This design comes from an exercise in tuning for small area and a short achievable clock period on the open sky130 flow, not from production work.
Function was checked by simulation only, so behaviour that the tests miss may differ from the original.
Power is estimated from default activity; no workload was simulated.

<file path="constraint.sdc">
create_clock -name core_clock -period 5.5 [get_ports {clk}]
set_input_delay 1.1000 -clock core_clock [delete_from_list [all_inputs] [get_ports {clk}]]
set_output_delay 1.1000 -clock core_clock [all_outputs]
set_load 0.01 [all_outputs]
</file>
<file path="config.mk">
export PLATFORM = sky130hd
export DESIGN_NAME = simple_bus_mem_slave
export DESIGN_NICKNAME = simple_bus_mem_slave
export VERILOG_FILES = /design/flow/design.v
export SDC_FILE = /design/flow/constraint.sdc
export NUM_CORES = 4
export LEC_CHECK = 0
export CAP_MARGIN = 20
export CELL_PAD_IN_SITES_DETAIL_PLACEMENT = 1
export CORE_MARGIN = 2
export CORE_UTILIZATION = 40
export CTS_CLUSTER_DIAMETER = 80
export CTS_CLUSTER_SIZE = 30
export PLACE_DENSITY = 0.45
export SETUP_SLACK_MARGIN = 3.0
export SLEW_MARGIN = 20
export SYNTH_HIERARCHICAL = 1
</file>
<file path="design.v">
package simple_bus_pkg;
  typedef enum logic [1:0] {
    MODE_READ     = 2'b00,
    MODE_WRITE    = 2'b01,
    MODE_RD_BURST = 2'b10,
    MODE_WR_BURST = 2'b11
  } bus_mode_e;
  typedef enum logic [1:0] {
    IDLE,
    GRANT,
    WAIT,
    BEAT
  } slave_state_e;
  function automatic logic is_burst(input logic [1:0] mode);
    is_burst = mode[1];
  endfunction
  function automatic logic is_write(input logic [1:0] mode);
    is_write = mode[0];
  endfunction
endpackage
module simple_bus_mem_rd3 (
  input  logic [2:0] d,
  input  logic [2:0] s,
  output logic       y_n
);
  assign y_n = !((d[0] && s[0]) || (d[1] && s[1]) || (d[2] && s[2]));
endmodule
module simple_bus_mem_nand2 (
  input  logic [1:0] a,
  output logic       y
);
  assign y = !(&a);
endmodule
module simple_bus_mem_nor2 (
  input  logic [1:0] a,
  output logic       y
);
  assign y = !(|a);
endmodule
module simple_bus_mem_nand4 (
  input  logic [3:0] a,
  output logic       y
);
  assign y = !(&a);
endmodule
module simple_bus_mem_oai21 (
  input  logic a1,
  input  logic a2,
  input  logic b1,
  output logic y
);
  assign y = !((a1 || a2) && b1);
endmodule
module simple_bus_mem_nand3 (
  input  logic [2:0] a,
  output logic       y
);
  assign y = !(&a);
endmodule
module simple_bus_mem_wmux (
  input  logic sel_n,
  input  logic d_n,
  input  logic hold,
  output logic y
);
  logic nh;
  simple_bus_mem_nand2 u_n (.a({sel_n, hold}), .y(nh));
  simple_bus_mem_oai21 u_o (.a1(sel_n), .a2(d_n), .b1(nh), .y(y));
endmodule
module simple_bus_mem_array #(
  parameter int N = 192
) (
  input  logic [N-1:0] d,
  input  logic [N-1:0] sel,
  output logic [1:0]   y_n
);
  localparam int N1 = N / 3;    
  localparam int N2 = N1 / 4;   
  localparam int N3 = N2 / 2;   
  localparam int N4 = N3 / 2;   
  logic [N1-1:0] l1_n;
  logic [N2-1:0] l2;
  logic [N3-1:0] l3_n;
  logic [N4-1:0] l4;
  for (genvar i = 0; i < N1; i++) begin : g_l1
    simple_bus_mem_rd3 u (.d(d[3*i +: 3]), .s(sel[3*i +: 3]), .y_n(l1_n[i]));
  end
  for (genvar i = 0; i < N2; i++) begin : g_l2
    simple_bus_mem_nand4 u (.a(l1_n[4*i +: 4]), .y(l2[i]));
  end
  for (genvar i = 0; i < N3; i++) begin : g_l3
    simple_bus_mem_nor2 u (.a(l2[2*i +: 2]), .y(l3_n[i]));
  end
  for (genvar i = 0; i < N4; i++) begin : g_l4
    simple_bus_mem_nand2 u (.a(l3_n[2*i +: 2]), .y(l4[i]));
  end
  for (genvar i = 0; i < 2; i++) begin : g_l5
    simple_bus_mem_nor2 u (.a(l4[2*i +: 2]), .y(y_n[i]));
  end
endmodule
module simple_bus_mem_slave #(
  parameter int AW          = 8,
  parameter int DW          = 16,
  parameter int DEPTH       = 192,
  parameter int WAIT_STATES = 1,
  parameter int BURST_LEN   = 4
) (
  input  logic          clk,
  input  logic          rst,
  input  logic          req,
  input  logic          start,
  input  logic [1:0]    mode,
  input  logic [AW-1:0] addr,
  input  logic [DW-1:0] wdata,
  output logic          gnt,
  output logic [DW-1:0] rdata,
  output logic          rdy,
  output logic          err
);
  localparam int RINGS = DEPTH / 3;
  localparam int NS    = 3 * RINGS;
  logic [1:0]    st_q, st_d;
  logic          gnt_q, rdy_q, err_q;
  logic          wait_d;
  logic          in_grant, in_wait, in_beat, last, load;
  logic          write_q;
  logic [1:0]    left_q;
  logic [AW-1:0] addr_q;
  logic          oor_q;
  logic [7:0]    rh_q, rl_q;
  logic [2:0]    rs_q;
  logic [23:0]   hs_q, nhs;
  logic [7:0]    rr_q;
  logic          boor, nrd;
  logic [7:0]    brh, brl, nrh;
  logic [2:0]    bslot, nslot;
  logic          hit_d, hit_q;
  logic          goor;
  logic [7:0]    grh, grl;
  logic [2:0]    gcls, phn, gslot;
  logic          at_top, at_end;
  logic [1:0]    ph_q;
  logic [NS-1:0][DW-1:0] slot;
  logic [NS-1:0] rsel;
  logic [DW-1:0] mem_rdata;
  logic [DW-1:0] rd_q;
  logic          dv, de, park;
  logic          pv_q, pe_q;
  logic [AW-1:0] paddr_q;
  logic [7:0]    prh_q, prl_q;
  logic [DW-1:0] pdata_q;
  logic          tv;
  logic [7:0]    th, tl;
  logic [DW-1:0] bus_n;
  logic [RINGS-1:0] ins_n;
  function automatic logic [2:0] add3(input logic [2:0] x, input logic [2:0] y);
    add3[0] = (x[0] && y[0]) || (x[1] && y[2]) || (x[2] && y[1]);
    add3[1] = (x[0] && y[1]) || (x[1] && y[0]) || (x[2] && y[2]);
    add3[2] = (x[0] && y[2]) || (x[1] && y[1]) || (x[2] && y[0]);
  endfunction
  function automatic logic [2:0] digit3(input logic [1:0] d);
    digit3[0] = (d == 2'd0) || (d == 2'd3);
    digit3[1] = (d == 2'd1);
    digit3[2] = (d == 2'd2);
  endfunction
  function automatic logic [2:0] addr_class(input logic [7:0] a);
    addr_class = add3(add3(digit3(a[7:6]), digit3(a[5:4])),
                      add3(digit3(a[3:2]), digit3(a[1:0])));
  endfunction
  localparam logic [1:0] S_IDLE = 2'd0, S_GRANT = 2'd1, S_WAIT = 2'd2, S_BEAT = 2'd3;
  assign in_grant = (st_q == S_GRANT);
  assign in_wait  = (st_q == S_WAIT);
  assign in_beat  = (st_q == S_BEAT);
  assign last     = (left_q == 2'd0);
  always_comb begin
    st_d = st_q;
    unique case (st_q)
      S_IDLE:  if (req) st_d = S_GRANT;
      S_GRANT: if (start) st_d = S_WAIT; else if (!req) st_d = S_IDLE;
      S_WAIT:  st_d = S_BEAT;
      S_BEAT:  st_d = !last ? S_WAIT : req ? S_GRANT : S_IDLE;
      default: st_d = S_IDLE;
    endcase
  end
  assign wait_d = (st_d == S_WAIT);
  always_ff @(posedge clk or posedge rst) begin
    if (rst) begin
      st_q   <= S_IDLE;
      gnt_q  <= 1'b0;
      rdy_q  <= 1'b0;
      err_q  <= 1'b0;
    end else begin
      st_q   <= st_d;
      gnt_q  <= (st_d != S_IDLE);
      rdy_q  <= in_wait;
      err_q  <= in_wait && oor_q;
    end
  end
  assign load = wait_d;
  assign goor = (addr[7:6] == 2'b11);
  assign gcls = addr_class(addr);
  for (genvar i = 0; i < 8; i++) begin : g_gdec
    assign grh[i] = !goor && (addr[5:3] == 3'(i));
    assign grl[i] = !goor && (addr[2:0] == 3'(i));
  end
  assign phn[0] = (ph_q == 2'd2);
  assign phn[1] = (ph_q == 2'd0) || (ph_q == 2'd3);
  assign phn[2] = (ph_q == 2'd1);
  assign gslot = add3(gcls, phn);
  assign hit_d = !mode[0] && pv_q && !pe_q && (paddr_q == addr);
  assign at_top = (addr_q == 8'd191);
  assign at_end = (addr_q == 8'd255);
  always_comb begin
    if (at_end) begin
      boor = 1'b0;
      brh  = 8'd1;
      brl  = 8'd1;
      bslot = {rs_q[0], rs_q[2:1]};
    end else if (at_top) begin
      boor = 1'b1;
      brh  = '0;
      brl  = '0;
      bslot = rs_q;
    end else begin
      boor = oor_q;
      brh  = rl_q[7] ? {rh_q[6:0], rh_q[7]} : rh_q;
      brl  = {rl_q[6:0], rl_q[7]};
      bslot = rs_q;
    end
  end
  assign nrh   = in_grant ? grh : brh;
  assign nslot = in_grant ? gslot : bslot;
  assign nrd   = in_grant && hit_d;
  for (genvar h = 0; h < 8; h++) begin : g_nhs
    for (genvar s = 0; s < 3; s++) begin : g_s
      assign nhs[3*h+s] = nrh[h] && nslot[s] && !nrd;
    end
  end
  always_ff @(posedge clk) begin
    if (in_grant && start) begin
      write_q <= mode[0];
      left_q  <= mode[1] ? 2'd3 : 2'd0;
    end else if (in_beat) begin
      left_q  <= left_q - 2'd1;
    end
    if (load) begin
      addr_q <= in_grant ? addr : addr_q + AW'(1);
      oor_q  <= in_grant ? goor : boor;
      rh_q   <= nrh;
      rl_q   <= in_grant ? grl : brl;
      rs_q   <= nslot;
    end
  end
  always_ff @(posedge clk) begin
    hs_q  <= load ? nhs : '0;
    rr_q  <= load ? (in_grant ? grl : brl) : '0;
    hit_q <= load && nrd;
  end
  always_ff @(posedge clk) ph_q <= (ph_q == 2'd2) ? 2'd0 : ph_q + 2'd1;
  for (genvar r = 0; r < RINGS; r++) begin : g_ring
    logic [DW-1:0] nxt;
    for (genvar b = 0; b < DW; b++) begin : g_b
      simple_bus_mem_wmux u_w (.sel_n(ins_n[r]), .d_n(bus_n[b]), .hold(slot[3*r+2][b]), .y(nxt[b]));
    end
    always_ff @(posedge clk) begin
      slot[3*r]   <= nxt;
      slot[3*r+1] <= slot[3*r];
      slot[3*r+2] <= slot[3*r+1];
    end
  end
  for (genvar r = 0; r < RINGS; r++) begin : g_rsel
    for (genvar s = 0; s < 3; s++) begin : g_s
      assign rsel[3*r+s] = hs_q[3*(r/8)+s] && rr_q[r%8];
    end
  end
  for (genvar b = 0; b < DW; b++) begin : g_rd
    logic [NS-1:0] col;
    for (genvar i = 0; i < NS; i++) begin : g_col
      assign col[i] = slot[i][b];
    end
    logic [1:0] half_n;
    logic       byp_n;
    simple_bus_mem_array #(.N(NS)) u_rd (.d(col), .sel(rsel), .y_n(half_n));
    simple_bus_mem_nand2 u_byp (.a({hit_q, pdata_q[b]}), .y(byp_n));
    simple_bus_mem_nand3 u_out (.a({half_n, byp_n}), .y(mem_rdata[b]));
  end
  always_ff @(posedge clk) rd_q <= mem_rdata;
  assign dv   = in_beat && write_q && !oor_q;
  assign de   = dv && rs_q[1];
  assign park = dv && !de;
  always_ff @(posedge clk) begin
    if (park) begin
      pv_q    <= 1'b1;
      pe_q    <= rs_q[0];
      paddr_q <= addr_q;
      prh_q   <= rh_q;
      prl_q   <= rl_q;
      pdata_q <= wdata;
    end else begin
      pv_q    <= pv_q && !pe_q;
      pe_q    <= pv_q && !pe_q;
    end
  end
  assign tv    = pe_q || de;
  assign th    = pe_q ? prh_q : rh_q;
  assign tl    = pe_q ? prl_q : rl_q;
  assign bus_n = ~(pe_q ? pdata_q : wdata);
  for (genvar r = 0; r < RINGS; r++) begin : g_ins
    assign ins_n[r] = !(tv && th[r/8] && tl[r%8]);
  end
  assign gnt   = gnt_q;
  assign rdy   = rdy_q;
  assign err   = err_q;
  assign rdata = rd_q;
endmodule
</file>
<file path="run.sh">
#!/bin/bash
# synth_recipe.tcl (not shown) runs the flow's synth.tcl, then flattens the netlist and writes it again
# the make line also repeats each setting of config.mk as NAME=value (left out here)
make -C /OpenROAD-flow-scripts/flow DESIGN_CONFIG=/design/flow/config.mk WORK_HOME=/design/flow/orfs CLKGATE_MAP_FILE= SYNTH_SCRIPT=/design/flow/synth_recipe.tcl finish
</file>
==> run notes, run 1 <==
Syn Std Cell Area=90100 µm²; part of the Yosys area used for sequential elements=0.720; CTS sink cnt=3201; delay-heaviest family, CP=simple AND/OR/NAND/NOR gates; IO Port Bufs=48; fmax=0.383 GHz; final slew viol count=0; initial antenna violation count=22; CTS tree=done; Max stage delay on crit path=620 ps; static leakage=39.7 nW; Core Box Area=224000 µm²; syn_area_per_cell=12.3 µm²; Max VDD drop=0.000333 V; worst skew pair latency=840 ps; Metal-1 WL=140000 µm; DP Area=95700 µm²; pin count of the biggest net entering global routing=65; Syn. warnings=7; sequential share of power=0.608; part of the power in the clock network=0.198; Die Area=229000 µm²; count of final hold-check violations=0; RSZ-0062 raised after global routing=true; die width=479 µm; Root Driver=clkbuf_16; number of global-route vias before repair=65500; Hold Crit Class=flop to flop; detailed placer's ending HPWL=189000 µm; Worst R2R Path Depth=8; crit path DAT=3330 ps; global-route wire length before repair=455000 µm; final core occ=0.459; Layout Skew=29.5 ps; hold buffer count at cts=0; Rel. slew slack=0.264; drt drc=0; Max-cap violations=0; Setup CP Type=flop to flop; Met3 Wirelength=17600 µm; Critical Path RT=6220 ps; cts bufs inserted=142; Die Ht=479 µm; crit path max fanout=5; worst hold path depth=0; net count after synthesis=7388; Max stage delay cell, worst path=a222oi_1; HP Start=slot[1412]; drt first pass iters=13; Detailed Route Iter0 Violations=8700; Psw=22.4 mW; Worst R2R End=rd_q[2]; setup_tns=0 ps; layout cells sized above 1=0.114; pwr dens=644 nW/µm²; Total GRT Usage=0.266; metal2 WL=145000 µm; outcome=timing/DRC/antenna clean; Worst Hold Path EP=slot[1428]; Detail Route Antenna Nets=0; Power, Total=66.2 mW; number of synthesized register bits=3201; Worst-Margin Slew=1100 ps; CP Cell Sequence=buf_16 -> and2_4 -> a222oi_1 -> nand4_1 -> nor2_4 -> nand2_2 -> nor2_4 -> nand3_2; P_int=43.8 mW; WL final=314000 µm; Bufs and invs on worst path=1; H-Tree Level Count=4; IO Count=49; Final GP Congestion=0.832; initial core utilization=0.402; CP Capture Type=flop; uppermost layer routed=met5; Final min period=2610 ps; count of cell types in the netlist=44; CTS max path bufs=3; gr ovfl total=0; Comb power frac=0.194; Mapped Cells=7341; switch share=0.339; CP dominant cell by count=nor2_4; Vias/cell=5.92; Worst R2R Setup Slack=2890 ps; worst r2r src=rr_q[5]; Final setup violation count=0; Total Nets Final=7810; wire per inst=29.0 µm; post-route clock period utilization=0.475; crit start category=flop; total number of vias=64200; Finished Cell Area=103000 µm²; clock slew at reported path FFs=110 ps; row count=174; synth-to-layout area growth=14.1%
## sequential cells by signal, indices dropped and copies added, names as in the netlist, 16 cells and up
signal,cells
rd_q,16
slot,3072
pdata_q,16
hs_q,24
## layout make-up
cell class / instances / area (µm²)
Antenna cell: 8 / 20.0
Clock buffer: 165 / 3780
Clock inverter: 68 / 807
Fill cell: 23100 / 121000
Inverter: 23 / 88.8
Multi-Input combinational cell: 4093 / 26500
Sequential cell: 3201 / 64900
Tap cell: 2992 / 3740
Timing Repair Buffer: 302 / 2990
## modules after synthesis, one instance, submodules excluded, excerpt
module | times used | area, µm² | cells inside
simple_bus_mem_nand2 | 1104 | 3.75 | 1
simple_bus_mem_nand3 | 16 | 5.00 | 1
simple_bus_mem_nand4 | 256 | 6.26 | 1
simple_bus_mem_nor2 | 160 | 3.75 | 1
simple_bus_mem_oai21 | 1024 | 5.00 | 1
simple_bus_mem_rd3 | 1024 | 10.0 | 1
simple_bus_mem_slave | 1 | 68300 | 3757
## cell families after synthesis
family                     after synthesis  synth area share
AOI/OAI and AO/OA                     2118             0.176
xor gates and xnor gates                14           0.00136
adders and majority gates               17           0.00236
buffers and inverters                   53           0.00236
DFF                                   3201             0.720
muxes                                   35           0.00400
and+or+nand+nor                       1903            0.0941
## per-stage QoR
stage	worst slack [ps]	std cells	hold WS, ps
4_1_cts	2690	10800	344
3_3_place_gp	1510	10500	332
6_report	2890	10900	339
2_1_floorplan	2650	7341	330
5_1_grt	2830	10800	342
3_5_place_dp	1500	10500	336
## how the worst max path moves through the flow
| stage | to | slack (ps) | start | cells after the start |
|---|---|---|---|---|
| floorplan | rs_q[1] | 2650 | addr[5] | 8 |
| global placement | rs_q[1] | 1510 | addr[4] | 8 |
| detailed placement | rs_q[1] | 1500 | addr[5] | 7 |
| CTS | rdata[4] | 2690 | rd_q[4] | 1 |
| global route | rd_q[0] | 2830 | rr_q[5] | 10 |
| finish | rd_q[2] | 2890 | rr_q[5] | 8 |
## worst register-to-register path, cell delays in order, from the launching register on
cell	delay (ps)
dfxtp_4	410
buf_16	180
and2_4	170
a222oi_1	630
nand4_1	440
nor2_4	330
nand2_2	100
nor2_4	180
nand3_2	70
## power by group through the flow
| stage | sequential [mW] | clock (mW) | combinational (mW) |
|---|---|---|---|
| finish | 40.3 | 13.1 | 12.8 |
| global route | 41.5 | 14.3 | 13.9 |
| CTS | 40.2 | 13.5 | 12.5 |
| detailed placement | 40.5 | 0 | 11.5 |
| global placement | 39.8 | 0 | 11.2 |
| floorplan | 38.3 | 0 | 6.17 |
## per-layer routing
layer,vias to the layer above,track usage
li1,29200,-
met1,32700,0.365
met2,1893,0.432
met3,385,0.0313
met4,4,0.0977
met5,-,0
## cell usage after synthesis
cell type / number / area (µm²)
a21boi_0: 1 / 7.51
a21o_1: 4 / 30.0
a21o_2: 5 / 43.8
a21oi_1: 5 / 25.0
a222oi_1: 1027 / 10300
a22o_1: 15 / 131
a22oi_1: 3 / 22.5
a31o_2: 1 / 8.76
a31oi_1: 9 / 56.3
a31oi_2: 2 / 25.0
and2_1: 201 / 1260
and3_1: 1 / 6.26
and4_1: 1 / 8.76
buf_2: 8 / 40.0
buf_4: 1 / 7.51
clkbuf_1: 21 / 78.8
dfrtp_1: 5 / 125
dfxtp_1: 3125 / 62600
edfxtp_1: 71 / 2130
ha_1: 17 / 213
inv_1: 20 / 75.1
inv_2: 3 / 11.3
mux2_2: 8 / 90.1
mux2i_1: 27 / 270
nand2_1: 1195 / 4490
nand2b_1: 5 / 31.3
nand3_1: 22 / 110
nand4_1: 259 / 1620
nand4b_1: 1 / 8.76
nor2_1: 177 / 664
nor2b_1: 3 / 18.8
nor3_1: 28 / 140
nor3b_1: 1 / 7.51
nor3b_2: 1 / 12.5
nor4_1: 3 / 18.8
nor4_4: 3 / 63.8
o21a_1: 1 / 7.51
o21ai_0: 11 / 55.1
o21ai_1: 1026 / 5130
o22ai_1: 7 / 43.8
o32ai_1: 1 / 8.76
or3_1: 1 / 6.26
or4b_4: 1 / 13.8
xor2_1: 14 / 123
## placed cells by master, fill, tap and decap left out, types with 10 or more instances in the layout
cell type and n:
nand2_1 1139, nand2_4 26, buf_12 31, and2_1 70, clkdlybuf4s50_1 21, ha_1 14, clkbuf_1 12, xor2_1 14
dfxtp_1 3090, mux2i_1 11, dfxtp_4 23, o21ai_0 11, buf_6 40, nand4_1 259, and2_4 65, edfxtp_1 71
inv_8 10, nor3_1 27, nor2_1 72, inv_6 13, inv_1 18, mux2i_4 16, nor2_2 56, clkinv_4 10
clkbuf_16 147, o21ai_1 1026, a222oi_1 1027, nand2_2 30, buf_4 189, and2_2 72, nand3_1 20, clkinvlp_4 11
dfxtp_2 12, nor2_4 49
## what timing repair did
action,in CTS,in global routing
setup endpoints to repair,926,415
pin swaps,103,136
buffers inserted,52,40
resized for setup,537,146
cloned,5,6
==> run 2: changes to the inputs <==
--- a/design.v
+++ b/design.v
@@ -148,5 +148,5 @@
   logic          pv_q, pe_q;
   logic [AW-1:0] paddr_q;
-  logic [7:0]    prh_q, prl_q;
+  logic [7:0]    prh, prl;
   logic [DW-1:0] pdata_q;
   logic          tv;
@@ -294,6 +294,4 @@
       pe_q    <= rs_q[0];
       paddr_q <= addr_q;
-      prh_q   <= rh_q;
-      prl_q   <= rl_q;
       pdata_q <= wdata;
     end else begin
@@ -303,6 +301,10 @@
   end
   assign tv    = pe_q || de;
-  assign th    = pe_q ? prh_q : rh_q;
-  assign tl    = pe_q ? prl_q : rl_q;
+  for (genvar i = 0; i < 8; i++) begin : g_pdec
+    assign prh[i] = (paddr_q[5:3] == 3'(i));
+    assign prl[i] = (paddr_q[2:0] == 3'(i));
+  end
+  assign th    = pe_q ? prh : rh_q;
+  assign tl    = pe_q ? prl : rl_q;
   assign bus_n = ~(pe_q ? pdata_q : wdata);
   for (genvar r = 0; r < RINGS; r++) begin : g_ins
==> run notes, run 2 <==
outcome=timing/DRC/antenna clean; pwr dens=597 nW/µm²; detailed placer's ending HPWL=189000 µm; HP Start=slot[197]; worst r2r src=rr_q[4]; Worst-Margin Slew=1040 ps; Root Driver=clkbuf_16; top cells by count, synth=3125 x dfxtp_1, 1195 x nand2_1, 1033 x o21ai_1, 1027 x a222oi_1, 259 x nand4_1; Rel. slew slack=0.307; IO Port Bufs=48; total number of vias=64400; CP Capture Type=flop; worst skew pair latency=840 ps; wire per inst=28.8 µm; Final GP Congestion=0.820; syn_area_per_cell=12.2 µm²; placed insts=10500; commonest non-fill, non-tap cell in the layout=dfxtp_1; number of synthesized register bits=3185; initial antenna violation count=18; Reg with most FFs=slot; RSZ-0062 raised after global routing=true; Max-cap violations=0; post-route clock period utilization=0.480; final slew viol count=0; Detail Route Antenna Nets=0; Largest regs=slot x3072, hs_q x24; Vias/cell=5.92; leading area contributor after synthesis=dfxtp_1; cts bufs inserted=142; count of final hold-check violations=0; Max VDD drop=0.000349 V; part of the Yosys area used for sequential elements=0.717; row count=173; Detailed Route Iter0 Violations=9933; drt first pass iters=11; Die Ht=478 µm; Max stage delay cell, worst path=dfxtp_4; CTS tree=done; gr ovfl total=0; Core Box Area=223000 µm²; Synth async-reset ratio=0.00157; top_reg_cell synth=dfxtp_1; net count after synthesis=7408; crit path DAT=3360 ps; clock slew at reported path FFs=120 ps; most frequent cell after synthesis=dfxtp_1; Fill cells=23000; IO Count=49; Multi-input gate area=26600 µm²; static leakage=39.4 nW; main area contributors after synthesis=dfxtp_1 70%, a222oi_1 11%, o21ai_1 5.8%; H-Tree Level Count=4; crit path max fanout=6; Hold Crit Class=flop to flop; CTS max path bufs=3; synth-to-layout area growth=15.1%; most frequent cells in the layout=3088 x dfxtp_1, 1141 x nand2_1, 1032 x o21ai_1, 1027 x a222oi_1, 259 x nand4_1; Final setup violation count=0; Total Nets Final=7847; hold_ws=336 ps; Final min period=2640 ps; Largest register FFs=3072; Non-Filler Instances=10900; Die Area=228000 µm²; Critical Path RT=6220 ps; Total GRT Usage=0.267; Setup CP Type=flop to flop; layout cells sized above 1=0.118; Synth top area share=0.697; drt drc=0; WL final=314000 µm; Mapped Cells=7361; setup_tns=0 ps; initial core utilization=0.403; Layout Skew=39.9 ps; number of global-route vias before repair=65400; count of cell types in the netlist=44; die width=478 µm; CP Cell Sequence=buf_6 -> buf_16 -> and2_4 -> buf_12 -> buf_4 -> a222oi_1 -> nand4_1 -> nor2_2 -> nand2_4 -> nor2_4 -> nand3_1; global-route wire length before repair=457000 µm; crit start category=flop; Post-synth EDFFs=55; pin count of the biggest net entering global routing=65; Syn. warnings=7; FF+latch area=64400 µm²; fmax=0.379 GHz; CTS sink cnt=3185; Syn Std Cell Area=89700 µm²; Max stage delay on crit path=430 ps; crit path launch=rr_q[4]
[run 2: cell count changes in the layout (fill, tap and decap cells not counted), moves of 8 or more]
cell,before,now
a21oi_1,5,14
and2_1,70,60
buf_12,31,61
buf_4,189,173
buf_6,40,48
edfxtp_1,71,55
inv_1,18,26
[run 2: modules after synthesis, one instance, submodules excluded, a selection]
module                cell area, µm²  cells
simple_bus_mem_slave           67900   3777
simple_bus_mem_nand4            6.26      1
simple_bus_mem_rd3              10.0      1
simple_bus_mem_nand3            5.00      1
simple_bus_mem_nor2             3.75      1
simple_bus_mem_oai21            5.00      1
simple_bus_mem_nand2            3.75      1
[run 2: logic make-up after synthesis]
logic type / count (synthesis) / synth area share
flops: 3185 / 0.717
compound gates: 2123 / 0.177
simple gates: 1929 / 0.0956
buf+inv: 63 / 0.00275
mux: 31 / 0.00347
fa+ha+maj: 17 / 0.00237
xor+xnor: 13 / 0.00127
[run 2: critical path: cells and delay by family (launching register included)]
family / cells / cell delay [ps]
AND/OR/NAND/NOR: 6 / 1160
buffers and inverters: 4 / 570
flip-flops: 1 / 430
AO/OA/AOI/OAI: 1 / 330
[run 2: routing by layer]
metal  vias up  global-route usage  wire [µm]  part of all wire
li1      29300                   -          -                 -
met1     32900               0.381     145000              0.46
met2      1851               0.424     142000              0.45
met3       358              0.0287      16000             0.051
met4         4              0.0870      10200             0.033
met5         -                   0         31          0.000099
[run 2: cell type report]
type                       instances  share of cell area
timing repair buffer             327              0.0358
clock buffer                     163              0.0362
multi-input combinational       4113               0.258
antenna                            9            0.000218
inverter                          31             0.00120
sequential                      3185               0.624
clock inverter                    75             0.00818
tap                             2975              0.0361
[run 2: final timing paths]
path	to	slack, ps	cells after the start
max reg2reg	rd_q[12]	2860	11
min reg2reg	slot[213]	340	0
min	slot[213]	340	0
max in group asynchronous	gnt_q	4670	2
min in group asynchronous	st_q[0]	520	2
max	rd_q[12]	2860	11
[run 2: metrics by stage]
| stage | total power [mW] | utilization | setup WS [ps] | instance area [µm²] |
|---|---|---|---|---|
| after floorplan | 40.7 | - | 2380 | 89900 |
| after global placement | 46.2 | 0.429 | 1150 | 95400 |
| after detailed placement | 47.0 | 0.429 | 1120 | 95500 |
| after CTS | 61.7 | 0.461 | 2670 | 103000 |
| after global routing | 64.6 | 0.464 | 2830 | 103000 |
| final | 61.6 | 0.464 | 2860 | 103000 |
[run 2: power breakdown]
group | switching, mW | total (mW) | internal (mW) | leakage [nW]
Sequential | 5.07 | 37.4 | 32.3 | 26.9
Clock | 7.67 | 13.0 | 5.37 | 2.22
Combinational | 7.42 | 11.2 | 3.78 | 10.3
[run 2: what timing repair did]
action                     in CTS  in global routing
cloned                          3                  1
setup endpoints to repair    1086                205
hold buffers                    0                  0
pin swaps                     194                108
gates resized for setup       627                114
setup buffers                 100                 21
==> run 3: changes to the inputs <==
--- a/config.mk
+++ b/config.mk
@@ -16,2 +16,3 @@
 export SLEW_MARGIN = 20
 export SYNTH_HIERARCHICAL = 1
+export TNS_END_PERCENT = 5
==> run notes, run 3 <==
worst skew pair latency=820 ps; Vias/cell=5.90; most frequent cells in the layout=3102 x dfxtp_1, 1169 x nand2_1, 1032 x o21ai_1, 1027 x a222oi_1, 259 x nand4_1; Largest register FFs=3072; drt first pass iters=10; RSZ-0062 raised after global routing=true; wire per inst=28.4 µm; Layout Skew=26.6 ps; setup_tns=0 ps; Rel. slew slack=0.310; Die Ht=478 µm; final slew viol count=0; commonest non-fill, non-tap cell in the layout=dfxtp_1; syn_area_per_cell=12.2 µm²; crit path capture=rd_q[9]; Post-synth EDFFs=55; worst r2r src=rr_q[3]; GRT busiest layer=met2; outcome=timing/DRC/antenna clean; initial antenna violation count=21; Hold Crit Class=flop to flop; main area contributors after synthesis=dfxtp_1 70%, a222oi_1 11%, o21ai_1 5.8%; cts bufs inserted=143; Final min period=2820 ps; total number of vias=64200; placed insts=10600; detailed placer's ending HPWL=188000 µm; Reg with most FFs=slot; die width=478 µm; gr ovfl total=0; CP Capture Type=flop; CTS tree=done; Core Box Area=223000 µm²; static leakage=39.3 nW; Critical Path RT=6210 ps; CTS max path bufs=3; IO Port Bufs=48; Mapped Cells=7361; Non-Filler Instances=10900; Detail Route Antenna Nets=0; H-Tree Level Count=4; Synth async-reset ratio=0.00157; met2 usage=0.421; pin count of the biggest net entering global routing=65; number of synthesized register bits=3185; Largest regs=slot x3072, hs_q x24; number of global-route vias before repair=65700; pwr dens=598 nW/µm²; Worst R2R Path Depth=8; top cells by count, synth=3125 x dfxtp_1, 1195 x nand2_1, 1033 x o21ai_1, 1027 x a222oi_1, 259 x nand4_1; Detailed Route Iter0 Violations=9024; hold buffer count at cts=0; CTS sink cnt=3185; drt drc=0; Setup CP Type=flop to flop; most frequent cell after synthesis=dfxtp_1; crit path max fanout=16; crit start category=flop; Die Area=228000 µm²; fmax=0.354 GHz; net count after synthesis=7408; Worst-Margin Slew=1030 ps; crit path launch=rr_q[3]; Final setup violation count=0; Total Nets Final=7861; Worst R2R Setup Slack=2680 ps; initial core utilization=0.403; part of the Yosys area used for sequential elements=0.717; WL final=309000 µm; Max-cap violations=0; Max VDD drop=0.000343 V; met1 usage=0.374; Synth top area share=0.697; count of cell types in the netlist=44; top_reg_cell synth=dfxtp_1; layout cells sized above 1=0.102; Final GP Congestion=0.793; post-route clock period utilization=0.513; Root Driver=clkbuf_16; Worst R2R End=rd_q[9]; crit path DAT=3530 ps; global-route wire length before repair=453000 µm; row count=173; Total GRT Usage=0.264; IO Count=49; clock slew at reported path FFs=110 ps; Syn. warnings=7; leading area contributor after synthesis=dfxtp_1; GRT met3 Usage=0.0314; count of final hold-check violations=0; synth-to-layout area growth=14.3%; Syn Std Cell Area=89700 µm²
==> run 3: stage by stage <==
step                setup slack [ps]  hold slack [ps]  cell area (µm²)  power [mW]   util
floorplan                       2380              330            89900        40.7      -
global placement                1080              331            95700        46.3  0.430
detailed placement              1080              336            95700        47.0  0.430
CTS                             2610              337           102000        61.5  0.460
global route                    2610              341           103000        64.4  0.461
finish                          2680              337           103000        61.3  0.461
==> run 3: layer usage <==
layer / share of wire / vias to the layer above
li1: - / 29300
met1: 0.46 / 32700
met2: 0.45 / 1852
met3: 0.056 / 358
met4: 0.031 / 10
met5: 0.00020 / -
==> run 3: final cells by class <==
class	instances	area (µm²)
diodes	7	17.5
multi-input cells	4113	26200
repair buffers	340	3350
fillers	23200	120000
clock buffers	164	3810
flip-flops and latches	3185	64400
well taps	2975	3720
clock inverters	67	875
inverters	31	124
==> run 3: critical path, stage by stage (launching register included) <==
cell and delay [ps]:
dfxtp_4 380, buf_6 170, and2_1 460, a222oi_1 550, nand4_1 210, nor2_1 340, nand2_1 190, nor2_2 300
nand3_1 100
==> run 3: what timing repair did <==
action / CTS / global route
gates cloned: 4 / 0
resized for setup: 442 / 16
setup buffers: 80 / 4
setup endpoints to repair: 1088 / 1021
pin swaps: 119 / 2
==> run 3: worst min-delay path by stage <==
stage	slack, ps	endpoint	start	cells after the start
final	340	slot[2590]	slot[2574]	0
after global routing	340	slot[81]	slot[65]	0
after CTS	340	slot[1753]	slot[1737]	0
after detailed placement	340	slot[2766]	slot[2750]	0
after global placement	330	slot[1177]	slot[1161]	0
after floorplan	330	slot[1024]	slot[1008]	0
==> run 3: modules after synthesis, one instance, submodules excluded, a selection <==
module | area, µm² | cells inside | flops+latches
simple_bus_mem_slave | 67900 | 3777 | 3185
simple_bus_mem_nand2 | 3.75 | 1 | 0
simple_bus_mem_nor2 | 3.75 | 1 | 0
simple_bus_mem_nand4 | 6.26 | 1 | 0
simple_bus_mem_oai21 | 5.00 | 1 | 0
simple_bus_mem_rd3 | 10.0 | 1 | 0
simple_bus_mem_nand3 | 5.00 | 1 | 0
==> run 3: power by group <==
part / internal [mW] / leakage [nW] / switching (mW)
logic: 3.43 / 10.1 / 7.42
clock network: 5.60 / 2.29 / 7.67
registers: 32.3 / 26.9 / 4.89
==> run 3: cells by family after synthesis <==
group | share of synthesized area
AO/OA/AOI/OAI | 0.177
XOR/XNOR | 0.00127
adder cells (fa/ha/maj) | 0.00237
buffers and inverters | 0.00275
flip-flops | 0.717
multiplexers | 0.00347
AND/OR/NAND/NOR | 0.0956
==> run 4: changes to the inputs <==
--- a/config.mk
+++ b/config.mk
@@ -7,12 +7,10 @@
 export LEC_CHECK = 0
 export CAP_MARGIN = 20
-export CELL_PAD_IN_SITES_DETAIL_PLACEMENT = 1
 export CORE_MARGIN = 2
-export CORE_UTILIZATION = 40
+export CORE_UTILIZATION = 45
 export CTS_CLUSTER_DIAMETER = 80
 export CTS_CLUSTER_SIZE = 30
-export PLACE_DENSITY = 0.45
+export PLACE_DENSITY = 0.5
 export SETUP_SLACK_MARGIN = 3.0
 export SLEW_MARGIN = 20
 export SYNTH_HIERARCHICAL = 1
-export TNS_END_PERCENT = 5
==> run notes, run 4 <==
P_int=41.5 mW; Root Driver=clkbuf_16; Detail Route Antenna Nets=0; top_reg_cell synth=dfxtp_1; Vias/cell=6.06; delay-heaviest family, CP=simple AND/OR/NAND/NOR gates; die width=450 µm; most frequent cells in the layout=3094 x dfxtp_1, 1146 x nand2_1, 1032 x o21ai_1, 1027 x a222oi_1, 259 x nand4_1; row count=163; CP Cell Sequence=buf_12 -> and2_4 -> buf_6 -> a222oi_1 -> nand4_1 -> nor2_4 -> nand2_4 -> nor2_4 -> nand3_2; Max stage delay on crit path=550 ps; IO Port Bufs=48; final core occ=0.517; Total GRT Usage=0.277; crit start category=flop; H-Tree Level Count=4; pin count of the biggest net entering global routing=61; drt first pass iters=11; Die Area=203000 µm²; Max stage delay cell, worst path=nand4_1; commonest non-fill, non-tap cell in the layout=dfxtp_1; Final min period=2670 ps; Largest register FFs=3072; DP Area=95000 µm²; Worst-Margin Slew=1140 ps; Comb power frac=0.173; count of cell types in the netlist=44; outcome=timing/DRC/antenna clean; initial core utilization=0.454; Core Box Area=198000 µm²; syn_area_per_cell=12.2 µm²; Bufs and invs on worst path=2; net count after synthesis=7408; Final setup violation count=0; top cells by count, synth=3125 x dfxtp_1, 1195 x nand2_1, 1033 x o21ai_1, 1027 x a222oi_1, 259 x nand4_1; initial antenna violation count=8; Die Ht=450 µm; wire per inst=27.7 µm; part of the power in the clock network=0.216; total number of vias=63800; RSZ-0062 raised after global routing=true; Synth async-reset ratio=0.00157; CTS max path bufs=3; WL final=291000 µm; global-route wire length before repair=423000 µm; Syn Std Cell Area=89700 µm²; Largest regs=slot x3072, hs_q x24; crit path capture=rd_q[4]; Max VDD drop=0.000350 V; leading area contributor after synthesis=dfxtp_1; Critical Path RT=6210 ps; sequential share of power=0.610; Rel. slew slack=0.241; Final GP Congestion=0.840; fmax=0.374 GHz; Syn. warnings=7; switch share=0.318; crit path launch=rr_q[4]; Crit path depth=9; Total Nets Final=7822; Finished Cell Area=102000 µm²; hold buffer count at cts=0; Setup CP Type=flop to flop; Detailed Route Iter0 Violations=10500; gr ovfl total=0; Mapped Cells=7361; IO Count=49; synth-to-layout area growth=13.8%; clock slew at reported path FFs=110 ps; Worst R2R Setup Slack=2830 ps; Post-synth EDFFs=55; number of synthesized register bits=3185; part of the Yosys area used for sequential elements=0.717; Hold Crit Class=flop to flop; post-route clock period utilization=0.486; Worst R2R Path Depth=9; CTS tree=done; worst r2r src=rr_q[4]; static leakage=39.3 nW; count of final hold-check violations=0; Layout Skew=24.4 ps; number of global-route vias before repair=61300; CP dominant cell by count=nor2_4; Psw=19.3 mW; Synth top area share=0.697; main area contributors after synthesis=dfxtp_1 70%, a222oi_1 11%, o21ai_1 5.8%; CTS sink cnt=3185; final slew viol count=0; detailed placer's ending HPWL=176000 µm; setup_tns=0 ps; worst skew pair latency=830 ps; cts bufs inserted=141; crit path DAT=3380 ps; CP Capture Type=flop; layout cells sized above 1=0.115; most frequent cell after synthesis=dfxtp_1; pwr dens=596 nW/µm²; Reg with most FFs=slot; drt drc=0; crit path max fanout=6; Worst R2R End=rd_q[4]; Max-cap violations=0
[run 4: timing repair]
item | 4_1_cts | 5_1_grt
cloned | 2 | 4
resized for setup | 600 | 130
setup endpoints to repair | 1082 | 501
buffers inserted | 63 | 30
pin swaps | 142 | 105
[run 4: logic make-up (layout without fill, tap and decap cells)]
family / Yosys count / after routing / share of synthesized area
DFF: 3185 / 3185 / 0.717
AOI/OAI and AO/OA: 2123 / 2123 / 0.177
and+or+nand+nor: 1929 / 1933 / 0.0956
buffers and inverters: 63 / 569 / 0.00275
muxes: 31 / 31 / 0.00347
adders and majority gates: 17 / 17 / 0.00237
xor gates and xnor gates: 13 / 13 / 0.00127
other: 0 / 7 / 0
[run 4: worst min path at each step]
stage / end / from / slack [ps] / depth (start not counted)
2_1_floorplan: slot[1024] / slot[1008] / 330 / 0
3_3_place_gp: slot[647] / slot[631] / 330 / 0
3_5_place_dp: slot[649] / slot[633] / 330 / 0
4_1_cts: slot[1576] / slot[1560] / 340 / 0
5_1_grt: slot[1430] / slot[1414] / 350 / 0
6_report: slot[1222] / slot[1206] / 340 / 0
[run 4: layer usage]
layer	track usage	up-vias	share of wire
li1	-	29300	-
met2	0.439	2342	0.45
met1	0.394	31800	0.45
met5	0	-	0
met3	0.0323	366	0.065
met4	0.0890	0	0.033
[run 4: worst register-to-register path, delay by kind of cell (launching register included)]
family          cells  cell delay, ps
compound gates      1             350
buf+inv             2             300
simple gates        6            1480
flops               1             430
[run 4: power groups by stage]
stage | combinational, mW | sequential [mW] | clock (mW)
finish | 10.5 | 37.1 | 13.1
global route | 11.3 | 38.1 | 14.3
CTS | 10.2 | 37.0 | 13.4
detailed placement | 9.21 | 37.4 | 0
global placement | 9.06 | 36.9 | 0
floorplan | 4.95 | 35.8 | 0
[run 4: layout make-up]
class	instances	area [µm²]
clock buffers	172	3860
multi-input cells	4117	26700
fillers	17200	95500
well taps	2640	3300
clock inverters	67	840
diodes	7	17.5
inverters	31	124
repair buffers	299	2840
flip-flops and latches	3185	64400
[run 4: stage by stage]
stage	power (mW)	setup slack [ps]	std cells	hold slack, ps
2_1_floorplan	40.7	2380	7361	330
3_3_place_gp	46.0	1120	10200	332
3_5_place_dp	46.6	1200	10200	334
4_1_cts	60.6	2660	10500	345
5_1_grt	63.7	2810	10500	352
6_report	60.8	2830	10500	343
[run 4: per-module statistics from Yosys, one instance, submodules excluded, a selection]
module / flip-flops and latches / area, µm² / cells inside
simple_bus_mem_nand2: 0 / 3.75 / 1
simple_bus_mem_nand4: 0 / 6.26 / 1
simple_bus_mem_nor2: 0 / 3.75 / 1
simple_bus_mem_oai21: 0 / 5.00 / 1
simple_bus_mem_rd3: 0 / 10.0 / 1
simple_bus_mem_slave: 3185 / 67900 / 3777
==> run 5: changes to the inputs <==
--- a/design.v
+++ b/design.v
@@ -38,10 +38,4 @@
   assign y = !(|a);
 endmodule
-module simple_bus_mem_nand4 (
-  input  logic [3:0] a,
-  output logic       y
-);
-  assign y = !(&a);
-endmodule
 module simple_bus_mem_oai21 (
   input  logic a1,
@@ -52,10 +46,4 @@
   assign y = !((a1 || a2) && b1);
 endmodule
-module simple_bus_mem_nand3 (
-  input  logic [2:0] a,
-  output logic       y
-);
-  assign y = !(&a);
-endmodule
 module simple_bus_mem_wmux (
   input  logic sel_n,
@@ -73,19 +61,23 @@
   input  logic [N-1:0] d,
   input  logic [N-1:0] sel,
-  output logic [1:0]   y_n
+  output logic         y_n
 );
   localparam int N1 = N / 3;    
-  localparam int N2 = N1 / 4;   
+  localparam int N2 = N1 / 2;   
   localparam int N3 = N2 / 2;   
   localparam int N4 = N3 / 2;   
+  localparam int N5 = N4 / 2;   
+  localparam int N6 = N5 / 2;   
   logic [N1-1:0] l1_n;
   logic [N2-1:0] l2;
   logic [N3-1:0] l3_n;
   logic [N4-1:0] l4;
+  logic [N5-1:0] l5_n;
+  logic [N6-1:0] l6;
   for (genvar i = 0; i < N1; i++) begin : g_l1
     simple_bus_mem_rd3 u (.d(d[3*i +: 3]), .s(sel[3*i +: 3]), .y_n(l1_n[i]));
   end
   for (genvar i = 0; i < N2; i++) begin : g_l2
-    simple_bus_mem_nand4 u (.a(l1_n[4*i +: 4]), .y(l2[i]));
+    simple_bus_mem_nand2 u (.a(l1_n[2*i +: 2]), .y(l2[i]));
   end
   for (genvar i = 0; i < N3; i++) begin : g_l3
@@ -95,7 +87,11 @@
     simple_bus_mem_nand2 u (.a(l3_n[2*i +: 2]), .y(l4[i]));
   end
-  for (genvar i = 0; i < 2; i++) begin : g_l5
-    simple_bus_mem_nor2 u (.a(l4[2*i +: 2]), .y(y_n[i]));
+  for (genvar i = 0; i < N5; i++) begin : g_l5
+    simple_bus_mem_nor2 u (.a(l4[2*i +: 2]), .y(l5_n[i]));
+  end
+  for (genvar i = 0; i < N6; i++) begin : g_l6
+    simple_bus_mem_nand2 u (.a(l5_n[2*i +: 2]), .y(l6[i]));
   end
+  simple_bus_mem_nor2 u_l7 (.a(l6), .y(y_n));
 endmodule
 module simple_bus_mem_slave #(
@@ -148,5 +144,5 @@
   logic          pv_q, pe_q;
   logic [AW-1:0] paddr_q;
-  logic [7:0]    prh, prl;
+  logic [7:0]    prh_q, prl_q;
   logic [DW-1:0] pdata_q;
   logic          tv;
@@ -279,9 +275,8 @@
       assign col[i] = slot[i][b];
     end
-    logic [1:0] half_n;
-    logic       byp_n;
-    simple_bus_mem_array #(.N(NS)) u_rd (.d(col), .sel(rsel), .y_n(half_n));
+    logic       ring_n, byp_n;
+    simple_bus_mem_array #(.N(NS)) u_rd (.d(col), .sel(rsel), .y_n(ring_n));
     simple_bus_mem_nand2 u_byp (.a({hit_q, pdata_q[b]}), .y(byp_n));
-    simple_bus_mem_nand3 u_out (.a({half_n, byp_n}), .y(mem_rdata[b]));
+    simple_bus_mem_nand2 u_out (.a({ring_n, byp_n}), .y(mem_rdata[b]));
   end
   always_ff @(posedge clk) rd_q <= mem_rdata;
@@ -294,4 +289,6 @@
       pe_q    <= rs_q[0];
       paddr_q <= addr_q;
+      prh_q   <= rh_q;
+      prl_q   <= rl_q;
       pdata_q <= wdata;
     end else begin
@@ -301,10 +298,6 @@
   end
   assign tv    = pe_q || de;
-  for (genvar i = 0; i < 8; i++) begin : g_pdec
-    assign prh[i] = (paddr_q[5:3] == 3'(i));
-    assign prl[i] = (paddr_q[2:0] == 3'(i));
-  end
-  assign th    = pe_q ? prh : rh_q;
-  assign tl    = pe_q ? prl : rl_q;
+  assign th    = pe_q ? prh_q : rh_q;
+  assign tl    = pe_q ? prl_q : rl_q;
   assign bus_n = ~(pe_q ? pdata_q : wdata);
   for (genvar r = 0; r < RINGS; r++) begin : g_ins
--- a/config.mk
+++ b/config.mk
@@ -7,9 +7,10 @@
 export LEC_CHECK = 0
 export CAP_MARGIN = 20
+export CELL_PAD_IN_SITES_DETAIL_PLACEMENT = 1
 export CORE_MARGIN = 2
-export CORE_UTILIZATION = 45
+export CORE_UTILIZATION = 40
 export CTS_CLUSTER_DIAMETER = 80
 export CTS_CLUSTER_SIZE = 30
-export PLACE_DENSITY = 0.5
+export PLACE_DENSITY = 0.45
 export SETUP_SLACK_MARGIN = 3.0
 export SLEW_MARGIN = 20
==> run notes, run 5 <==
part of the Yosys area used for sequential elements=0.709; crit path capture=rd_q[2]; Worst R2R Path Depth=11; metal2 WL=151000 µm; Post-synth EDFFs=71; commonest non-fill, non-tap cell in the layout=dfxtp_1; Max-cap violations=0; worst r2r src=rr_q[5]; CP Capture Type=flop; main area contributors after synthesis=dfxtp_1 68%, a222oi_1 11%, nand2_1 7.5%; Die Ht=482 µm; final core occ=0.461; Syn Std Cell Area=91400 µm²; delay-heaviest family, CP=simple AND/OR/NAND/NOR gates; Largest register FFs=3072; pwr dens=651 nW/µm²; Met3 Wirelength=16000 µm; Fill cells=23800; pin count of the biggest net entering global routing=65; net count after synthesis=7916; total number of vias=65700; Syn. warnings=7; count of final hold-check violations=0; Rel. slew slack=0.375; IO Count=49; Worst R2R End=rd_q[2]; synth-to-layout area growth=14.5%; gr ovfl total=0; fmax=0.385 GHz; Max stage delay cell, worst path=a222oi_1; drt drc=0; Synth async-reset ratio=0.00156; RSZ-0062 raised after global routing=true; IO Port Bufs=48; Crit path depth=11; crit path max fanout=7; top cells by count, synth=3125 x dfxtp_1, 1819 x nand2_1, 1027 x a222oi_1, 1026 x o21ai_1, 353 x nor2_1; global-route wire length before repair=462000 µm; Critical Path RT=6220 ps; Max VDD drop=0.000335 V; clock slew at reported path FFs=110 ps; WL final=321000 µm; initial antenna violation count=20; die width=482 µm; Worst R2R Setup Slack=2910 ps; outcome=timing/DRC/antenna clean; uppermost layer routed=met5; Total Nets Final=8272; CP Cell Sequence=buf_4 -> buf_8 -> and2_4 -> a222oi_1 -> nand2_1 -> nor2_2 -> nand2_2 -> nor2_4 -> nand2_2 -> nor2_4 -> nand2_1; FF+latch area=64900 µm²; hold buffer count at cts=0; count of cell types in the netlist=44; number of global-route vias before repair=66700; CTS tree=done; final worst slack=2910 ps; Finished Cell Area=105000 µm²; most frequent cells in the layout=3089 x dfxtp_1, 1707 x nand2_1, 1027 x a222oi_1, 1026 x o21ai_1, 193 x nor2_1; worst skew pair latency=840 ps; detailed placer's ending HPWL=196000 µm; Worst-Margin Slew=938 ps; Core Box Area=227000 µm²; wire per inst=28.3 µm; cts bufs inserted=141; Final GP Congestion=0.824; Bufs and invs on worst path=2; Reg with most FFs=slot; Root Driver=clkbuf_16; layout cells sized above 1=0.121; Die Area=232000 µm²; post-route clock period utilization=0.472; Final setup violation count=0; Multi-input gate area=28600 µm²; crit path launch=rr_q[5]; drt first pass iters=10; hold_ws=331 ps; H-Tree Level Count=4; crit start category=flop; Hold Crit Class=flop to flop; Max stage delay on crit path=510 ps; DP Area=96600 µm²; Layout Skew=31.3 ps; Final min period=2590 ps; Setup CP Type=flop to flop; syn_area_per_cell=11.6 µm²; static leakage=43.2 nW; row count=175; Largest regs=slot x3072, hs_q x24; Vias/cell=5.79; number of synthesized register bits=3201; CTS sink cnt=3201; top_reg_cell synth=dfxtp_1; crit path DAT=3310 ps; Mapped Cells=7869; Detail Route Antenna Nets=0; CTS max path bufs=3; Setup WS pre-CTS=1370 ps; initial core utilization=0.402; Synth top area share=0.684; setup_tns=0 ps; leading area contributor after synthesis=dfxtp_1; most frequent cell after synthesis=dfxtp_1; final slew viol count=0; Metal-1 WL=144000 µm; Detailed Route Iter0 Violations=9758; Total GRT Usage=0.266
==> run 5: cell types whose count changed after synthesis, moves of 5 or more <==
cell      delta
nand2_1    +624
nand4_1    -256
nor2_1     +171
nand3_1     -21
edfxtp_1    +16
a22o_1      +15
a21oi_1     -11
inv_1        -8
mux2_2       +7
o21ai_1      -7
buf_2        +6
nand2b_1     -6
o22ai_1      -6
clkbuf_1     -5
==> run 5: power by group <==
| group | switching, mW | internal (mW) | leakage (nW) |
|---|---|---|---|
| logic | 9.93 | 4.31 | 13.8 |
| registers | 6.09 | 34.2 | 27.0 |
| clock network | 7.72 | 5.85 | 2.38 |
==> run 5: area by class of cell <==
class	instances	area share
antenna	15	0.000359
clock buffer	167	0.0376
clock inverter	75	0.00900
inverter	23	0.000848
multi-input combinational	4624	0.273
sequential	3201	0.620
tap	3009	0.0360
timing repair buffer	234	0.0229
==> run 5: logic make-up (layout without fill, tap and decap cells) <==
group,count (synthesis),after routing,synth area share
buf+inv,53,499,0.00233
xor+xnor,14,14,0.00134
fa+ha+maj,17,17,0.00233
mux,35,35,0.00394
simple gates,2431,2440,0.107
flops,3201,3201,0.709
other cells,0,15,0
compound gates,2118,2118,0.174
==> run 5: worst min path at each step <==
stage | start | end | cells past startpoint
floorplan | slot[1008] | slot[1024] | 0
global route | slot[1903] | slot[1919] | 0
finish | slot[219] | slot[235] | 0
global placement | slot[3034] | slot[3050] | 0
CTS | slot[219] | slot[235] | 0
detailed placement | slot[2077] | slot[2093] | 0
==> run 5: Yosys stat by module, one instance, submodules excluded, excerpt <==
module / area, µm² / flops+latches / times used
simple_bus_mem_rd3: 10.0 / 0 / 1024
simple_bus_mem_oai21: 5.00 / 0 / 1024
simple_bus_mem_nor2: 3.75 / 0 / 336
simple_bus_mem_nand2: 3.75 / 0 / 1728
simple_bus_mem_slave: 68300 / 3201 / 1
==> run 5: stage by stage <==
stage,power (mW),instances
after detailed placement,52.7,11000
after floorplan,44.6,7869
after global placement,51.7,11000
after CTS,67.6,11300
final,68.1,11300
after global routing,71.7,11300
==> run 5: what timing repair did <==
action / 4_1_cts / 5_1_grt
pin swaps: 45 / 146
setup buffers: 44 / 55
gates cloned: 1 / 12
setup endpoints to repair: 1087 / 464
resized for setup: 742 / 209
==> run 5: routing by layer <==
metal / global-route usage / vias to the layer above
li1: - / 30200
met1: 0.367 / 33300
met2: 0.439 / 1872
met3: 0.0293 / 354
met4: 0.0791 / 2
met5: 0 / -
==> run 6: changes to the inputs <==
--- a/config.mk
+++ b/config.mk
@@ -6,5 +6,5 @@
 export NUM_CORES = 4
 export LEC_CHECK = 0
-export CAP_MARGIN = 20
+export CAP_MARGIN = 10
 export CELL_PAD_IN_SITES_DETAIL_PLACEMENT = 1
 export CORE_MARGIN = 2
@@ -14,4 +14,4 @@
 export PLACE_DENSITY = 0.45
 export SETUP_SLACK_MARGIN = 3.0
-export SLEW_MARGIN = 20
+export SLEW_MARGIN = 10
 export SYNTH_HIERARCHICAL = 1
==> run notes, run 6 <==
outcome=timing/DRC/antenna clean; syn_area_per_cell=11.6 µm²; Total GRT Usage=0.265; synth-to-layout area growth=14.2%; WL final=317000 µm; layout cells sized above 1=0.117; Rel. slew slack=0.265; top_reg_cell synth=dfxtp_1; Final min period=2590 ps; number of synthesized register bits=3201; Synth async-reset ratio=0.00156; Root Driver=clkbuf_16; static leakage=43.1 nW; Largest regs=slot x3072, hs_q x24; Syn Std Cell Area=91400 µm²; Layout Skew=36.1 ps; most frequent cell after synthesis=dfxtp_1; Worst R2R End=rd_q[9]; final core occ=0.459; Detail Route Antenna Nets=0; detailed placer's ending HPWL=195000 µm; Die Area=232000 µm²; H-Tree Level Count=4; Max stage delay cell, worst path=dfxtp_4; CP Capture Type=output pin; fmax=0.386 GHz; Synth top area share=0.684; Max VDD drop=0.000354 V; worst r2r src=rr_q[0]; top cells by count, synth=3125 x dfxtp_1, 1819 x nand2_1, 1027 x a222oi_1, 1026 x o21ai_1, 353 x nor2_1; crit path max fanout=1; Total Nets Final=8243; CTS sink cnt=3201; part of the Yosys area used for sequential elements=0.709; drt drc=0; total number of vias=65700; setup_tns=0 ps; Worst R2R Setup Slack=2940 ps; net count after synthesis=7916; global-route wire length before repair=460000 µm; final slew viol count=0; CP Cell Sequence=buf_6; Bufs and invs on worst path=1; row count=175; Post-synth EDFFs=71; Max-cap violations=0; Worst-Margin Slew=1080 ps; RSZ-0062 raised after global routing=true; pwr dens=651 nW/µm²; Crit path depth=1; Hold Crit Class=flop to flop; Largest register FFs=3072; Worst Hold Path EP=slot[1339]; Reg with most FFs=slot; Final GP Congestion=0.824; worst skew pair latency=850 ps; Critical Path RT=4400 ps; most frequent cells in the layout=3089 x dfxtp_1, 1712 x nand2_1, 1027 x a222oi_1, 1026 x o21ai_1, 203 x nor2_1; cts bufs inserted=142; Syn. warnings=7; count of final hold-check violations=0; crit start category=flop; initial antenna violation count=12; wire per inst=28.0 µm; initial core utilization=0.402; gr ovfl total=0; Core Box Area=227000 µm²; Mapped Cells=7869; IO Port Bufs=48; commonest non-fill, non-tap cell in the layout=dfxtp_1; HP Start=slot[1323]; hold buffer count at cts=0; clock slew at reported path FFs=120 ps; post-route clock period utilization=0.471; Vias/cell=5.80; placed insts=11000; delay-heaviest family, CP=flip-flops; number of global-route vias before repair=66400; Detailed Route Iter0 Violations=9545; Final setup violation count=0; main area contributors after synthesis=dfxtp_1 68%, a222oi_1 11%, nand2_1 7.5%; count of cell types in the netlist=44; Power, Total=68.0 mW; die width=482 µm; crit path DAT=1490 ps; leading area contributor after synthesis=dfxtp_1; pin count of the biggest net entering global routing=65; IO Count=49; final worst slack=2910 ps; Setup WS pre-CTS=1390 ps; Max stage delay on crit path=480 ps; Die Ht=482 µm; Worst R2R Path Depth=12; Setup CP Type=flop to output pin; CTS max path bufs=3; CTS tree=done; Non-Filler Instances=11300; worst hold path depth=0; drt first pass iters=13
run 6: changes by cell type in the layout (fill, tap and decap cells not counted), moves of 4 or more:
cell	delta
clkinv_4	+7
nand2_2	-9
diode_2	-8
nor2_1	+10
nor2_4	-7
inv_8	+6
clkinv_8	-5
nand2_1	+5
and2_4	-4
buf_4	-17
run 6: final cells by class:
class                           instances  area [µm²]
Antenna cell                            7        17.5
Tap cell                             3009        3760
Clock buffer                          168        3990
Sequential cell                      3201       64900
Clock inverter                         80         978
Inverter                               23        88.8
Fill cell                           23800      123000
Timing Repair Buffer                  206        2050
Multi-Input combinational cell       4622       28600
run 6: modules after synthesis (local to each module, per instance), a selection:
module / flip-flops and latches / times used / area (µm²) / cells
simple_bus_mem_slave: 3201 / 1 / 68300 / 3757
simple_bus_mem_rd3: 0 / 1024 / 10.0 / 1
simple_bus_mem_nor2: 0 / 336 / 3.75 / 1
simple_bus_mem_oai21: 0 / 1024 / 5.00 / 1
simple_bus_mem_nand2: 0 / 1728 / 3.75 / 1
run 6: per-layer routing:
layer	up-vias	share of wire	global-route usage
li1	30100	-	-
met1	33400	0.45	0.363
met2	1825	0.47	0.444
met3	361	0.047	0.0289
met4	0	0.029	0.0747
met5	-	0	0
run 6: per-stage QoR:
step                instance area (µm²)  hold slack (ps)
floorplan                         91700              330
global placement                  96500              332
detailed placement                96500              337
CTS                              104000              337
global route                     104000              346
finish                           104000              335
run 6: how the worst max path moves through the flow:
stage                endpoint      from
finish              rdata[11]  rd_q[11]
global route         rd_q[10]   rr_q[0]
CTS                  rdata[9]   rd_q[9]
detailed placement    rs_q[2]   addr[5]
global placement      rs_q[0]   addr[5]
floorplan             rs_q[1]   addr[5]
run 6: logic make-up after synthesis:
group,count (synthesis),share of synthesized area
DFF,3201,0.709
and+or+nand+nor,2431,0.107
AOI/OAI and AO/OA,2118,0.174
buffers and inverters,53,0.00233
muxes,35,0.00394
adders and majority gates,17,0.00233
xor gates and xnor gates,14,0.00134
run 6: report_power, final:
group / total, mW / leakage (nW) / switching, mW / internal, mW
logic: 14.0 / 13.7 / 9.78 / 4.20
registers: 40.3 / 27.0 / 6.08 / 34.2
clock network: 13.7 / 2.42 / 7.70 / 5.99
total: 68.0 / 43.1 / 23.6 / 44.4
run 6: what timing repair did:
item / 4_1_cts / 5_1_grt
setup endpoints to repair: 1086 / 384
gates cloned: 0 / 7
buffers inserted: 48 / 32
resized for setup: 763 / 164
pin swaps: 43 / 102
==> run 7: changes to the inputs <==
--- a/config.mk
+++ b/config.mk
@@ -6,5 +6,5 @@
 export NUM_CORES = 4
 export LEC_CHECK = 0
-export CAP_MARGIN = 10
+export CAP_MARGIN = 5
 export CELL_PAD_IN_SITES_DETAIL_PLACEMENT = 1
 export CORE_MARGIN = 2
@@ -14,4 +14,4 @@
 export PLACE_DENSITY = 0.45
 export SETUP_SLACK_MARGIN = 3.0
-export SLEW_MARGIN = 10
+export SLEW_MARGIN = 5
 export SYNTH_HIERARCHICAL = 1
==> run notes, run 7 <==
crit start category=flop; RSZ-0062 raised after global routing=true; main area contributors after synthesis=dfxtp_1 68%, a222oi_1 11%, nand2_1 7.5%; Max stage delay on crit path=480 ps; net count after synthesis=7916; static leakage=43.1 nW; Post-synth EDFFs=71; Finished Cell Area=104000 µm²; Core Box Area=227000 µm²; worst r2r src=rr_q[0]; H-Tree Level Count=4; Bufs and invs on worst path=1; DP Area=96500 µm²; Max-cap violations=0; count of final hold-check violations=0; Max stage delay cell, worst path=dfxtp_4; Total GRT Usage=0.265; global-route wire length before repair=460000 µm; row count=175; CTS tree=done; Hold Crit Class=flop to flop; setup_tns=0 ps; synth-to-layout area growth=14.2%; CTS sink cnt=3201; drt first pass iters=13; crit path launch=rd_q[11]; Final GP Congestion=0.824; drt drc=0; Max VDD drop=0.000354 V; Fill cells=23800; Detailed Route Iter0 Violations=9545; pwr dens=651 nW/µm²; Vias/cell=5.80; worst skew pair latency=850 ps; HP Start=slot[1323]; pin count of the biggest net entering global routing=65; gr ovfl total=0; CP Cell Sequence=buf_6; layout cells sized above 1=0.117; Detail Route Antenna Nets=0; Metal-1 WL=142000 µm; number of global-route vias before repair=66400; detailed placer's ending HPWL=195000 µm; Root Driver=clkbuf_16; part of the Yosys area used for sequential elements=0.709; Final setup violation count=0; fmax=0.386 GHz; Total Nets Final=8243; Critical Path RT=4400 ps; metal2 WL=150000 µm; Mapped Cells=7869; Synth async-reset ratio=0.00156; crit path max fanout=1; WL final=317000 µm; Largest regs=slot x3072, hs_q x24; top cells by count, synth=3125 x dfxtp_1, 1819 x nand2_1, 1027 x a222oi_1, 1026 x o21ai_1, 353 x nor2_1; Die Area=232000 µm²; Rel. slew slack=0.265; FF+latch area=64900 µm²; outcome=timing/DRC/antenna clean; Synth top area share=0.684; Reg with most FFs=slot; Met3 Wirelength=15000 µm; initial antenna violation count=12; Syn Std Cell Area=91400 µm²; die width=482 µm; final slew viol count=0; Largest register FFs=3072; delay-heaviest family, CP=flip-flops; top_reg_cell synth=dfxtp_1; Final min period=2590 ps; Syn. warnings=7; cts bufs inserted=142; CP Capture Type=output pin; most frequent cells in the layout=3089 x dfxtp_1, 1712 x nand2_1, 1027 x a222oi_1, 1026 x o21ai_1, 203 x nor2_1; number of synthesized register bits=3201; uppermost layer routed=met4; Die Ht=482 µm; Setup CP Type=flop to output pin; commonest non-fill, non-tap cell in the layout=dfxtp_1; leading area contributor after synthesis=dfxtp_1; wire per inst=28.0 µm; initial core utilization=0.402; CTS max path bufs=3; crit path DAT=1490 ps; total number of vias=65700; syn_area_per_cell=11.6 µm²; IO Port Bufs=48; Worst-Margin Slew=1080 ps; post-route clock period utilization=0.471; count of cell types in the netlist=44; Layout Skew=36.1 ps; most frequent cell after synthesis=dfxtp_1; Multi-input gate area=28600 µm²; hold buffer count at cts=0; clock slew at reported path FFs=120 ps; IO Count=49
run 7: routing by layer:
metal	vias up	track usage
met4	0	0.0747
met1	33400	0.363
li1	30100	-
met2	1825	0.444
met5	-	0
met3	361	0.0289
run 7: cells by family after synthesis:
logic type / count (synthesis) / share of synthesized area
DFF: 3201 / 0.709
xor gates and xnor gates: 14 / 0.00134
and+or+nand+nor: 2431 / 0.107
buffers and inverters: 53 / 0.00233
muxes: 35 / 0.00394
adders and majority gates: 17 / 0.00233
AOI/OAI and AO/OA: 2118 / 0.174
run 7: metrics by stage:
stage	setup WS [ps]	total power [mW]	cells	hold WS, ps	util
floorplan	2650	44.6	7869	330	-
global placement	1440	51.7	11000	332	0.424
detailed placement	1390	52.7	11000	337	0.424
CTS	2800	67.8	11300	337	0.455
global route	2850	71.5	11300	346	0.459
finish	2910	68.0	11300	335	0.459
run 7: cell type report:
class	count	share of cell area
Timing Repair Buffer	206	0.0197
Clock buffer	168	0.0382
Antenna cell	7	0.000168
Tap cell	3009	0.0361
Sequential cell	3201	0.622
Clock inverter	80	0.00938
Multi-Input combinational cell	4622	0.274
Inverter	23	0.000851
run 7: worst register-to-register path: stages (launching register included):
cell      delay (ps)
dfxtp_4          370
buf_12           150
and2_4           200
buf_8            150
buf_6            110
a222oi_1         340
nand2_1          210
nor2_4           220
nand2_4          110
nor2_4           260
nand2_4          140
nor2_4           100
nand2_1           50
run 7: worst paths after layout:
kind                       slack, ps  depth (start not counted)         end
max in group asynchronous       4580                          2       gnt_q
setup reg to reg                2940                         12     rd_q[9]
hold reg to reg                  340                          0  slot[1339]
setup / recovery                2910                          1   rdata[11]
hold / removal                   340                          0  slot[1339]
min in group asynchronous        580                          2       rdy_q
run 7: what timing repair did:
action / CTS / global route
gates cloned: 0 / 7
setup endpoints to repair: 1086 / 384
setup buffers: 48 / 32
gates resized for setup: 763 / 164
pin swaps: 43 / 102
endpoints found under the hold margin: 0 / 0
run 7: per-module statistics from Yosys (local to each module, per instance), a selection:
module / cells inside / times used / flip-flops and latches
simple_bus_mem_nand2: 1 / 1728 / 0
simple_bus_mem_rd3: 1 / 1024 / 0
simple_bus_mem_oai21: 1 / 1024 / 0
simple_bus_mem_nor2: 1 / 336 / 0
simple_bus_mem_slave: 3757 / 1 / 3201
run 7: power breakdown:
group	switching, mW	internal, mW	total, mW
Combinational	9.78	4.20	14.0
Sequential	6.08	34.2	40.3
Clock	7.70	5.99	13.7
Total	23.6	44.4	68.0

## separate check: timing with driven ports
Ports are ideal in the flow. The routed layouts listed here were re-timed in OpenROAD. Step 1 (the two cells are an assumption about what drives the block):
set clk [get_ports {clk}]
set_driving_cell -lib_cell sky130_fd_sc_hd__clkbuf_16 $clk
set_driving_cell -lib_cell sky130_fd_sc_hd__buf_2 [delete_from_list [all_inputs] $clk]
Step 2 also shifts input and output timing later by t, the mid clock arrival at the registers, as if the neighbouring blocks saw the same clock. Three values: ideal, step 1, step 2; two values: the first two.
run	t, ns	setup slack, ns	worst setup path at the end	worst register clock-pin slew, ns
run 1	0.934	2.888 / 2.797 / 2.139	input to register	0.11 / 0.11
run 2	0.909	2.862 / 2.862 / 2.033	input to register	0.12 / 0.12
run 3	0.901	2.678 / 2.615 / 1.941	input to register	0.12 / 0.12
run 4	0.902	2.826 / 2.826 / 1.963	input to register	0.11 / 0.11
run 5	0.911	2.905 / 2.818 / 1.978	input to register	0.12 / 0.12
run 6	0.917	2.910 / 2.820 / 2.011	input to register	0.12 / 0.12
run 7	0.917	2.910 / 2.820 / 2.011	input to register	0.12 / 0.12
After both steps every run listed still meets setup and hold. The setup slack of run 5, which loses most, moves by -0.087 ns with the drivers and by -0.927 ns with both steps.
